What follows belongs to an exercise in optimizing a design on an open flow for small area; a production flow would make more cautious choices. At most, simulation tests tie the RTL to the original design; equivalence was not proved. Power and IR drop assume default switching activity.

## build 45
==> flow/design.v (excerpt) <==
module sliding_window_arq_sender (
	input  wire logic                             clk,
	input  wire logic                             arst_n,
	input  wire logic                             start,
	output logic                                  busy,
	input  wire logic [swarq_pkg::KIND_W-1:0]     kind,
	input  wire logic [swarq_pkg::SIZE_W-1:0]     payload_size,
	input  wire logic [swarq_pkg::SEQ_W-1:0]      ack_seq,
	input  wire logic [swarq_pkg::MAP_W-1:0]      received_map,
	output logic                                  result_valid,
	output logic      [swarq_pkg::OKIND_W-1:0]    out_kind,
	output logic      [swarq_pkg::SEQ_W-1:0]      out_seq,
	output logic      [swarq_pkg::SIZE_W-1:0]     out_size,
	output logic      [swarq_pkg::TOTAL_W-1:0]    delivered_bytes,
	output logic                                  last
);
Size in the first run: roughly 1300 cells after synthesis, roughly 130 I/O pins, roughly 15000 um2 of cells after synthesis.
Settings: LEC_CHECK=0, ABC_AREA=1, ABC_CLOCK_PERIOD_IN_PS=7000, CAP_MARGIN=20, CORE_MARGIN=2, CORE_UTILIZATION=60, SLEW_MARGIN=20; clock period 7.0 ns.
standard.sh (not shown) runs the stock make flow with config.mk's settings and CLKGATE_MAP_FILE= SYNTH_SCRIPT=/design/flow/synth_recipe.tcl, a recipe that flattens the netlist after the stock synthesis.
==> flow/flow/run.sh <==
#!/bin/bash
# Standard ORFS layout with two knobs: port buffers use the smallest buffer, and the clock
# tree uses smaller clock buffers without dummy loads.
set -euo pipefail
export BUFFER_PORTS_ARGS="-buffer_cell sky130_fd_sc_hd__buf_1"
export CTS_ARGS="-sink_clustering_enable -repair_clock_nets -dont_use_dummy_load -buf_list sky130_fd_sc_hd__clkbuf_8 -sink_clustering_size 20 -sink_clustering_max_diameter 50"
bash standard.sh finish > standard.log 2>&1
Inputs modified between build 45 and build 43:
- ABC_CLOCK_PERIOD_IN_PS no longer set, was 7000
- ABC_AREA no longer set, was 1
==> flow/flow/run.sh <==
#!/bin/bash
# The standard ORFS layout with these changes:
#  - synthesis maps logic with an area-oriented ABC script (flow/abc.script) and without the
#    half/full-adder cell mapping and the Kogge-Stone carry lookahead (registers unchanged);
#  - port buffers use the smallest buffer cell;
#  - the clock tree uses small clock buffers and no dummy loads.
# ORFS's own output goes to standard.log; each step's log is under orfs/logs/.
set -euo pipefail
work=$(pwd)
sd=$work/scripts_abc
rm -rf "$sd"
mkdir -p "$sd"
for f in "$FLOW_HOME"/scripts/*; do ln -s "$f" "$sd/"; done
rm "$sd/abc_speed.script"
cp flow/abc.script "$sd/abc_speed.script"
bash standard.sh "SCRIPTS_DIR=$sd" "ADDER_MAP_FILE=" "SYNTH_OPERATIONS_ARGS=-nofsm" \
	"BUFFER_PORTS_ARGS=-buffer_cell sky130_fd_sc_hd__buf_1" \
	"CTS_ARGS=-sink_clustering_enable -repair_clock_nets -dont_use_dummy_load -buf_list {sky130_fd_sc_hd__clkbuf_2 sky130_fd_sc_hd__clkbuf_4} -sink_clustering_size 8 -sink_clustering_max_diameter 30" \
	finish > standard.log 2>&1
==> flow/flow/abc.script (new file) <==
strash
ifraig
scorr
dc2
dretime
strash
&get -n
&dch -f
&nf -R 1000
&put
==> comparison <==
Power drawn by the combinational cells for build 43 is lower than for build 45.
Going from build 45 to build 43, the wire length after detailed routing was found to have gone down by 5500 um.
Diff build 45 -> build 43: first-iteration DRC count saw a decrease; met2 layer usage reported by global route fell by 3.6 points; share of post-route cells with drive strength above 1 shows an increase of 4.4 points.
Comparing build 45 and build 43, clock power is higher on build 43.
Build 43 vs. build 45: utilization went up by 2.6 points.
Against build 45, build 43 comes in 0.8 points lower on combinational share of power.
Across both runs, setup slack was lower for build 43 than for build 45.
diff inputs: build 43 => build 46
==> flow/flow/run.sh <==
#!/bin/bash
# Standard ORFS layout with two knobs: port buffers use the smallest buffer, and the clock
# tree uses smaller clock buffers without dummy loads.
set -euo pipefail
export BUFFER_PORTS_ARGS="-buffer_cell sky130_fd_sc_hd__buf_1"
export CTS_ARGS="-sink_clustering_enable -repair_clock_nets -dont_use_dummy_load -buf_list sky130_fd_sc_hd__clkbuf_4 -sink_clustering_size 10 -sink_clustering_max_diameter 40"
bash standard.sh finish > standard.log 2>&1
removed: flow/flow/abc.script
### Flow results
Summary of build 46 over build 43: clock power shrank by about 10%, total power fell 0.16 mW, critical path depth went down 20.
What build 46 reported for cell area has to be multiplied by 0.933 to get the figure for build 43.
Global-route usage across build 43 and build 46: no real change.
Changes observed in build 46 relative to build 43: non-clock buffer count shows a reduction of 14; setup slack after layout picked up an extra 1260 ps.
The time the worst path needs with I/O delays and setup in build 46 sits 1260 ps below the value recorded for build 43.
Build 46 — post-route clock period utilization 18 points lower, build 43 as reference
Changes in build 41 relative to build 46:
==> flow/flow/run.sh <==
#!/bin/bash
# The standard ORFS layout with these changes:
#  - synthesis maps logic with an area-oriented ABC script (flow/abc.script) and without the
#    half/full-adder cell mapping and the Kogge-Stone carry lookahead (registers unchanged);
#  - port buffers use the smallest buffer cell;
#  - the clock tree uses small clock buffers and no dummy loads.
# ORFS's own output goes to standard.log; each step's log is under orfs/logs/.
set -euo pipefail
work=$(pwd)
sd=$work/scripts_abc
rm -rf "$sd"
mkdir -p "$sd"
for f in "$FLOW_HOME"/scripts/*; do ln -s "$f" "$sd/"; done
rm "$sd/abc_speed.script"
cp flow/abc.script "$sd/abc_speed.script"
bash standard.sh "SCRIPTS_DIR=$sd" "ADDER_MAP_FILE=" "SYNTH_OPERATIONS_ARGS=-nofsm" \
	"BUFFER_PORTS_ARGS=-buffer_cell sky130_fd_sc_hd__buf_1" \
	"CTS_ARGS=-sink_clustering_enable -repair_clock_nets -dont_use_dummy_load -buf_list sky130_fd_sc_hd__clkbuf_4 -sink_clustering_size 10 -sink_clustering_max_diameter 40" \
	finish > standard.log 2>&1
==> flow/flow/abc.script (new file) <==
strash
ifraig
scorr
dc2
dretime
strash
&get -n
&dch -f
&nf -R 1000
&put
--- outcome ---
- Comparing build 46 and build 41, the lower clock-buffer cell count is on build 41.
- Going from build 46 to build 41, the compound-gate portion of the synthesized area was found to have gone down by 0.69 points.
- flop to flop as the path type of the worst setup path was reported by build 41, and flop to primary output by build 46.
- Diff build 46 -> build 41: async set-or-reset flop fraction in the synthesized netlist barely changed, worst setup slack after layout lost 1280 ps, met1 demand-to-capacity share in global routing decreased 0.88 points.
No functional check of the RTL was part of any run of this note.

* * *

Setup of run A:
Another version of the RTL of sliding_window_arq_sender (not shown whole).
For scale: ~130 I/O pins.
clock: 7.0 ns
lec_check: 0
cap_margin: 20
core_margin: 2
core_utilization: 60
place_density: 0.9
slew_margin: 20
==> flow/flow/run.sh <==
#!/bin/bash
# The standard ORFS layout with these changes:
#  - synthesis maps logic with an area-oriented ABC script (flow/abc.script, with a 60 s
#    &deepsyn restructuring pass) and without the
#    half/full-adder cell mapping and the Kogge-Stone carry lookahead (registers unchanged);
#  - port buffers use the smallest buffer cell;
#  - the clock tree uses small clock buffers and no dummy loads.
# ORFS's own output goes to standard.log; each step's log is under orfs/logs/.
set -euo pipefail
work=$(pwd)
sd=$work/scripts_abc
rm -rf "$sd"
mkdir -p "$sd"
for f in "$FLOW_HOME"/scripts/*; do ln -s "$f" "$sd/"; done
rm "$sd/abc_speed.script"
cp flow/abc.script "$sd/abc_speed.script"
bash standard.sh "SCRIPTS_DIR=$sd" "ADDER_MAP_FILE=" "SYNTH_OPERATIONS_ARGS=-nofsm" \
	"BUFFER_PORTS_ARGS=-buffer_cell sky130_fd_sc_hd__buf_1" \
	"CTS_ARGS=-sink_clustering_enable -repair_clock_nets -dont_use_dummy_load -buf_list sky130_fd_sc_hd__clkbuf_4 -sink_clustering_size 12 -sink_clustering_max_diameter 30" \
	finish > standard.log 2>&1
==> flow/flow/abc.script <==
strash
ifraig
scorr
dc2
dretime
strash
&get -n
&deepsyn -T 60
&dch -f
&nf -R 1000
&put
Changes in run B relative to run A:
# run A
export LEC_CHECK = 0
export CAP_MARGIN = 20
export CORE_MARGIN = 2
export CORE_UTILIZATION = 60
export PLACE_DENSITY = 0.9
export SLEW_MARGIN = 20
create_clock -name core_clock -period 7.0 [get_ports {clk}]
# run B
export LEC_CHECK = 0
export CAP_MARGIN = 20
export CORE_MARGIN = 2
export CORE_UTILIZATION = 60
export SLEW_MARGIN = 20
create_clock -name core_clock -period 7.0 [get_ports {clk}]
--- a/flow/flow/run.sh
+++ b/flow/flow/run.sh
@@ -19 +19 @@
-	"CTS_ARGS=-sink_clustering_enable -repair_clock_nets -dont_use_dummy_load -buf_list sky130_fd_sc_hd__clkbuf_4 -sink_clustering_size 12 -sink_clustering_max_diameter 30" \
+	"CTS_ARGS=-sink_clustering_enable -repair_clock_nets -dont_use_dummy_load -buf_list sky130_fd_sc_hd__clkbuf_4 -sink_clustering_size 10 -sink_clustering_max_diameter 40" \
Findings:
- The final reports for run B and run A show sum of routed wire length over all layers lower in the former.
- Run B: PASS, flow complete, no timing, DRC or antenna violations
- In the metrics for run B and run A, the one carrying the lower initial antenna violation count is run A.
- Per the comparison of run B with run A, worst slew margin relative to its limit down 2.9 points; buffer count from post-CTS setup fixing essentially unchanged; fraction of the core area covered by cells at the end of the flow has decreased.
- Higher minimum clock period among run B and run A: run B
- For the maximum achievable frequency, run B came in 1.9% lower than run A did.
Changes in run C relative to run B:
# run B
export LEC_CHECK = 0
export CAP_MARGIN = 20
export CORE_MARGIN = 2
export CORE_UTILIZATION = 60
export SLEW_MARGIN = 20
create_clock -name core_clock -period 7.0 [get_ports {clk}]
# run C
export LEC_CHECK = 0
export CAP_MARGIN = 20
export CORE_MARGIN = 2
export CORE_UTILIZATION = 60
export PLACE_DENSITY = 0.9
export SLEW_MARGIN = 20
create_clock -name core_clock -period 7.0 [get_ports {clk}]
Findings:
There was hardly any difference in power density over the cells between run B and run C.
Taking run B as the reference, in run C sequential share of layout area did not really move, number of instances in the placed design did not really move, post-layout instance area did not really move, clock group share of total power went up, met2 track utilization from global routing went up.
Input-level comparison between run D and run C:
# run C
export LEC_CHECK = 0
export CAP_MARGIN = 20
export CORE_MARGIN = 2
export CORE_UTILIZATION = 60
export PLACE_DENSITY = 0.9
export SLEW_MARGIN = 20
create_clock -name core_clock -period 7.0 [get_ports {clk}]
# run D
export LEC_CHECK = 0
export CAP_MARGIN = 20
export CORE_MARGIN = 2
export CORE_UTILIZATION = 70
export SLEW_MARGIN = 20
create_clock -name core_clock -period 7.0 [get_ports {clk}]
==> run notes <==
Of run D and run C, the run reporting the higher die outline width was run C. Changes observed in run D relative to run C: number of placed cells counting well taps lost 46; sum of buffers and inverters on the critical path did not really move; final routed wirelength across all metal layers decreased 3.0%; switching power fell 0.61%.

* * *

The RTL this note starts from:
==> flow/design.v <==
`default_nettype none
package swarq_pkg;
	localparam int WINDOW_SLOTS = 32;
	localparam int MAX_PAYLOAD  = 1400;
	localparam int MAX_RESULTS  = 32;
	localparam int SLOT_W  = $clog2(WINDOW_SLOTS);
	localparam int CNT_W   = $clog2(WINDOW_SLOTS + 1);
	localparam int RES_W   = $clog2(MAX_RESULTS);
	localparam int SEQ_W   = 16;
	localparam int SIZE_W  = 11;
	localparam int MAP_W   = 32;
	localparam int TOTAL_W = 32;
	localparam int KIND_W  = 2;
	localparam int OKIND_W = 3;
	localparam logic [KIND_W-1:0] KIND_SEND    = 2'd0;
	localparam logic [KIND_W-1:0] KIND_ACK     = 2'd1;
	localparam logic [KIND_W-1:0] KIND_FINISH  = 2'd2;
	localparam logic [KIND_W-1:0] KIND_TIMEOUT = 2'd3;
	localparam logic [OKIND_W-1:0] OUT_TX       = 3'd0;
	localparam logic [OKIND_W-1:0] OUT_RETX     = 3'd1;
	localparam logic [OKIND_W-1:0] OUT_REFUSED  = 3'd2;
	localparam logic [OKIND_W-1:0] OUT_FINISHED = 3'd3;
	localparam logic [OKIND_W-1:0] OUT_STATUS   = 3'd4;
endpackage
`default_nettype wire
`default_nettype none
module swarq_ram #(
	parameter int WIDTH = 11,
	parameter int DEPTH = 32
) (
	input  wire logic             clk,
	input  wire logic             we,
	input  wire logic [WIDTH-1:0] wdata,
	output logic      [WIDTH-1:0] rdata,
	output logic      [WIDTH-1:0] rdata_d1
);
	logic [WIDTH-1:0] ring [DEPTH];
	always_ff @(posedge clk) begin
		ring[0] <= we ? wdata : ring[DEPTH-1];
		for (int k = 1; k < DEPTH; k++) begin
			ring[k] <= ring[k-1];
		end
	end
	assign rdata    = ring[0];
	assign rdata_d1 = ring[1];
endmodule
`default_nettype wire
`default_nettype none
module sliding_window_arq_sender (
	input  wire logic                             clk,
	input  wire logic                             arst_n,
	input  wire logic                             start,
	output logic                                  busy,
	input  wire logic [swarq_pkg::KIND_W-1:0]     kind,
	input  wire logic [swarq_pkg::SIZE_W-1:0]     payload_size,
	input  wire logic [swarq_pkg::SEQ_W-1:0]      ack_seq,
	input  wire logic [swarq_pkg::MAP_W-1:0]      received_map,
	output logic                                  result_valid,
	output logic      [swarq_pkg::OKIND_W-1:0]    out_kind,
	output logic      [swarq_pkg::SEQ_W-1:0]      out_seq,
	output logic      [swarq_pkg::SIZE_W-1:0]     out_size,
	output logic      [swarq_pkg::TOTAL_W-1:0]    delivered_bytes,
	output logic                                  last
);
	localparam int SW = swarq_pkg::SLOT_W;
	localparam int CW = swarq_pkg::CNT_W;
	localparam logic [2:0] S_TX   = 3'(swarq_pkg::OUT_TX);
	localparam logic [2:0] S_PB   = 3'(swarq_pkg::OUT_RETX);      
	localparam logic [2:0] S_REF  = 3'(swarq_pkg::OUT_REFUSED);
	localparam logic [2:0] S_FIN  = 3'(swarq_pkg::OUT_FINISHED);
	localparam logic [2:0] S_STAT = 3'(swarq_pkg::OUT_STATUS);
	localparam logic [2:0] S_IDLE = 3'd5;
	localparam logic [2:0] S_RET  = 3'd6;                          
	localparam logic [2:0] S_PA   = 3'd7;                          
	logic [2:0]                    state_q;
	logic [swarq_pkg::SEQ_W-1:0]   base_q;
	logic [CW-1:0]                 count_q;
	logic [swarq_pkg::TOTAL_W-1:0] total_q;
	logic                          fin_q;
	logic [SW-1:0]                 pos_q;
	logic [swarq_pkg::MAP_W-1:0]   map_q;
	logic                          is_ack_q;
	logic [CW-1:0]                 aux_q;
	logic                          any_q;
	logic                          accept;
	logic                          refuse;
	logic [swarq_pkg::SEQ_W-1:0]   ahead;
	logic [CW-1:0]                 pops;
	logic                          cand;
	logic                          ret;
	logic                          ret_q;
	logic [swarq_pkg::SIZE_W-1:0]  tap_d1;
	logic                          we;
	logic [swarq_pkg::SIZE_W-1:0]  tap;
	logic [swarq_pkg::TOTAL_W:0]   sum;
	logic [CW-1:0]                 seq_off;
	assign busy   = (state_q != S_IDLE) || (SW'(pos_q + 1'b1) != count_q[SW-1:0]);
	assign accept = start && !busy;
	assign refuse = count_q[CW-1] || (payload_size > swarq_pkg::SIZE_W'(swarq_pkg::MAX_PAYLOAD));
	assign ahead  = ack_seq - base_q;
	assign pops   = ahead[swarq_pkg::SEQ_W-1] ? '0 :
		((ahead[swarq_pkg::SEQ_W-2:CW] != '0) ? '1 : ahead[CW-1:0]);
	assign we     = accept && !fin_q && (kind == swarq_pkg::KIND_SEND) && !refuse;
	assign cand   = (count_q[CW-1] || (pos_q < count_q[SW-1:0])) && !(is_ack_q && map_q[pos_q]);
	assign ret    = (state_q == S_RET) && (pos_q == '0) && (aux_q != '0) && (count_q != '0);
	assign sum    = {1'b0, total_q} + {{(swarq_pkg::TOTAL_W + 1 - swarq_pkg::SIZE_W){1'b0}},
		(ret_q ? tap_d1 : swarq_pkg::SIZE_W'(0))};
	swarq_ram #(
		.WIDTH(swarq_pkg::SIZE_W),
		.DEPTH(swarq_pkg::WINDOW_SLOTS)
	) u_size_ring (
		.clk     (clk),
		.we      (we),
		.wdata   (payload_size),
		.rdata   (tap),
		.rdata_d1(tap_d1)
	);
	always_ff @(posedge clk or negedge arst_n) begin
		if (!arst_n) begin
			pos_q   <= '0;
			base_q  <= '0;
			count_q <= '0;
			total_q <= '0;
			ret_q   <= 1'b0;
		end else begin
			ret_q   <= ret;
			pos_q   <= pos_q + SW'(!ret);
			base_q  <= base_q + swarq_pkg::SEQ_W'(ret);
			total_q <= sum[swarq_pkg::TOTAL_W] ? '1 : sum[swarq_pkg::TOTAL_W-1:0];
			if (we) begin
				count_q <= count_q + 1'b1;
			end else if (ret) begin
				count_q <= count_q - 1'b1;
			end
		end
	end
	always_ff @(posedge clk or negedge arst_n) begin
		if (!arst_n) begin
			state_q <= S_IDLE;
			fin_q   <= 1'b0;
		end else begin
			case (state_q)
				S_IDLE: begin
					if (accept) begin
						if (fin_q || (kind == swarq_pkg::KIND_FINISH)) begin
							fin_q   <= 1'b1;
							state_q <= S_FIN;
						end else if (kind == swarq_pkg::KIND_SEND) begin
							state_q <= refuse ? S_REF : S_TX;
						end else begin
							state_q <= S_RET;
						end
					end
				end
				S_RET: begin
					if (((aux_q == '0) || (count_q == '0)) && (pos_q == '1)) begin
						state_q <= S_PA;
					end
				end
				S_PA: begin
					if (pos_q == '1) begin
						if (any_q || cand) begin
							state_q <= S_PB;
						end else begin
							state_q <= is_ack_q ? S_STAT : S_IDLE;
						end
					end
				end
				S_PB: begin
					if (cand && (pos_q == aux_q[SW-1:0])) begin
						state_q <= S_IDLE;
					end
				end
				default: begin
					state_q <= S_IDLE;
				end
			endcase
		end
	end
	always_ff @(posedge clk) begin
		if (accept) begin
			map_q    <= received_map;
			is_ack_q <= (kind == swarq_pkg::KIND_ACK);
			aux_q    <= (kind == swarq_pkg::KIND_ACK) ? pops : '0;
			any_q    <= 1'b0;
		end else if (ret) begin
			aux_q <= aux_q - 1'b1;
		end else if ((state_q == S_PA) && cand) begin
			any_q            <= 1'b1;
			aux_q[SW-1:0]    <= pos_q;
		end
	end
	always_comb begin
		seq_off = {1'b0, pos_q};
		if ((state_q == S_FIN) || (state_q == S_STAT)) begin
			seq_off = '0;
		end else if (state_q == S_REF) begin
			seq_off = {count_q[CW-1], pos_q};
		end
	end
	assign result_valid    = (state_q == S_TX) || (state_q == S_REF) || (state_q == S_FIN) ||
		(state_q == S_STAT) || ((state_q == S_PB) && cand);
	assign out_kind        = state_q;
	assign out_seq         = base_q + swarq_pkg::SEQ_W'(seq_off);
	assign out_size        = ((state_q == S_TX) || (state_q == S_PB)) ? tap : '0;
	assign delivered_bytes = total_q;
	assign last            = (state_q != S_PB) || (pos_q == aux_q[SW-1:0]);
endmodule
`default_nettype wire
==> flow/config.mk <==
export PLATFORM = sky130hd
export DESIGN_NAME = sliding_window_arq_sender
export DESIGN_NICKNAME = sliding_window_arq_sender
export VERILOG_FILES = /design/flow/design.v
export SDC_FILE = /design/flow/constraint.sdc
export NUM_CORES = 4
export LEC_CHECK = 0
export CAP_MARGIN = 0
export CORE_MARGIN = 2
export CORE_UTILIZATION = 60
export SLEW_MARGIN = 0
==> flow/constraint.sdc <==
create_clock -name core_clock -period 7.0 [get_ports {clk}]
set_input_delay 1.4000 -clock core_clock [delete_from_list [all_inputs] [get_ports {clk}]]
set_output_delay 1.4000 -clock core_clock [all_outputs]
set_load 0.01 [all_outputs]
==> flow/flow/run.sh <==
#!/bin/bash
# The standard ORFS layout with these changes:
#  - synthesis maps logic with an area-oriented ABC script (flow/abc.script) and without the
#    half/full-adder cell mapping and the Kogge-Stone carry lookahead (registers unchanged);
#  - port buffers use the smallest buffer cell;
#  - the clock tree uses small clock buffers and no dummy loads.
# ORFS's own output goes to standard.log; each step's log is under orfs/logs/.
set -euo pipefail
work=$(pwd)
sd=$work/scripts_abc
rm -rf "$sd"
mkdir -p "$sd"
for f in "$FLOW_HOME"/scripts/*; do ln -s "$f" "$sd/"; done
rm "$sd/abc_speed.script"
cp flow/abc.script "$sd/abc_speed.script"
bash standard.sh "SCRIPTS_DIR=$sd" "ADDER_MAP_FILE=" "SYNTH_OPERATIONS_ARGS=-nofsm" \
	"BUFFER_PORTS_ARGS=-buffer_cell sky130_fd_sc_hd__buf_1" \
	"CTS_ARGS=-sink_clustering_enable -repair_clock_nets -dont_use_dummy_load -buf_list sky130_fd_sc_hd__clkbuf_4 -sink_clustering_size 10 -sink_clustering_max_diameter 40" \
	finish > standard.log 2>&1
==> flow/flow/abc.script <==
strash
ifraig
scorr
dc2
dretime
strash
&get -n
&dch -f
&nf -R 1000
&put
The first run completed with no timing, DRC or antenna violations.
Rerun with:
- CAP_MARGIN: 0 -> 20
- SLEW_MARGIN: 0 -> 20
=> The changed run finished clean; wire length does not change; maximum frequency does not change; power does not change; count of clock-buffer cells in the layout stays the same; combinational power is about the same; clock power is about the same; clock skew stays the same; final area stays the same; via count stays the same; critical path depth stays the same.
Function was not checked in any run of this note: the RTL went through the layout flow alone.

[separate check: timing with driven ports]
Ports are ideal in the flow. The routed layouts listed here were re-timed in OpenROAD.
Step 1, drivers: a clkbuf_16 drives clk and a buf_2 each remaining input, both assumed.
Step 2 adds t to the input delays and takes it off the output delays; t is the mean of the earliest and latest rising clock arrival at the registers after step 1. Input paths then give back, and output paths get back, about the clock's delay inside the block.
Three values: no drivers, after step 1, after step 2; two values: the first two.
run	t, ns	setup slack, ns	slew at the worst register clock pin (ns)
build 45	0.575	1.833 / 1.786 / 2.361	0.11 / 0.11
build 43	0.676	0.649 / 0.649 / 0.649	0.09 / 0.09
build 46	0.700	1.912 / 1.872 / 2.185	0.10 / 0.10
build 41	0.701	0.629 / 0.629 / 0.629	0.10 / 0.10
run A	0.699	0.795 / 0.753 / 1.452	0.12 / 0.12
run B	0.677	0.676 / 0.636 / 1.313	0.10 / 0.10
run C	0.692	0.798 / 0.755 / 1.446	0.11 / 0.11
run D	0.670	0.820 / 0.779 / 1.449	0.11 / 0.11
the first run of note 3	0.681	0.937 / 0.896 / 1.171	0.11 / 0.11
the second run of note 3	0.681	0.937 / 0.896 / 1.171	0.11 / 0.11
After both steps every run listed still meets setup and hold.
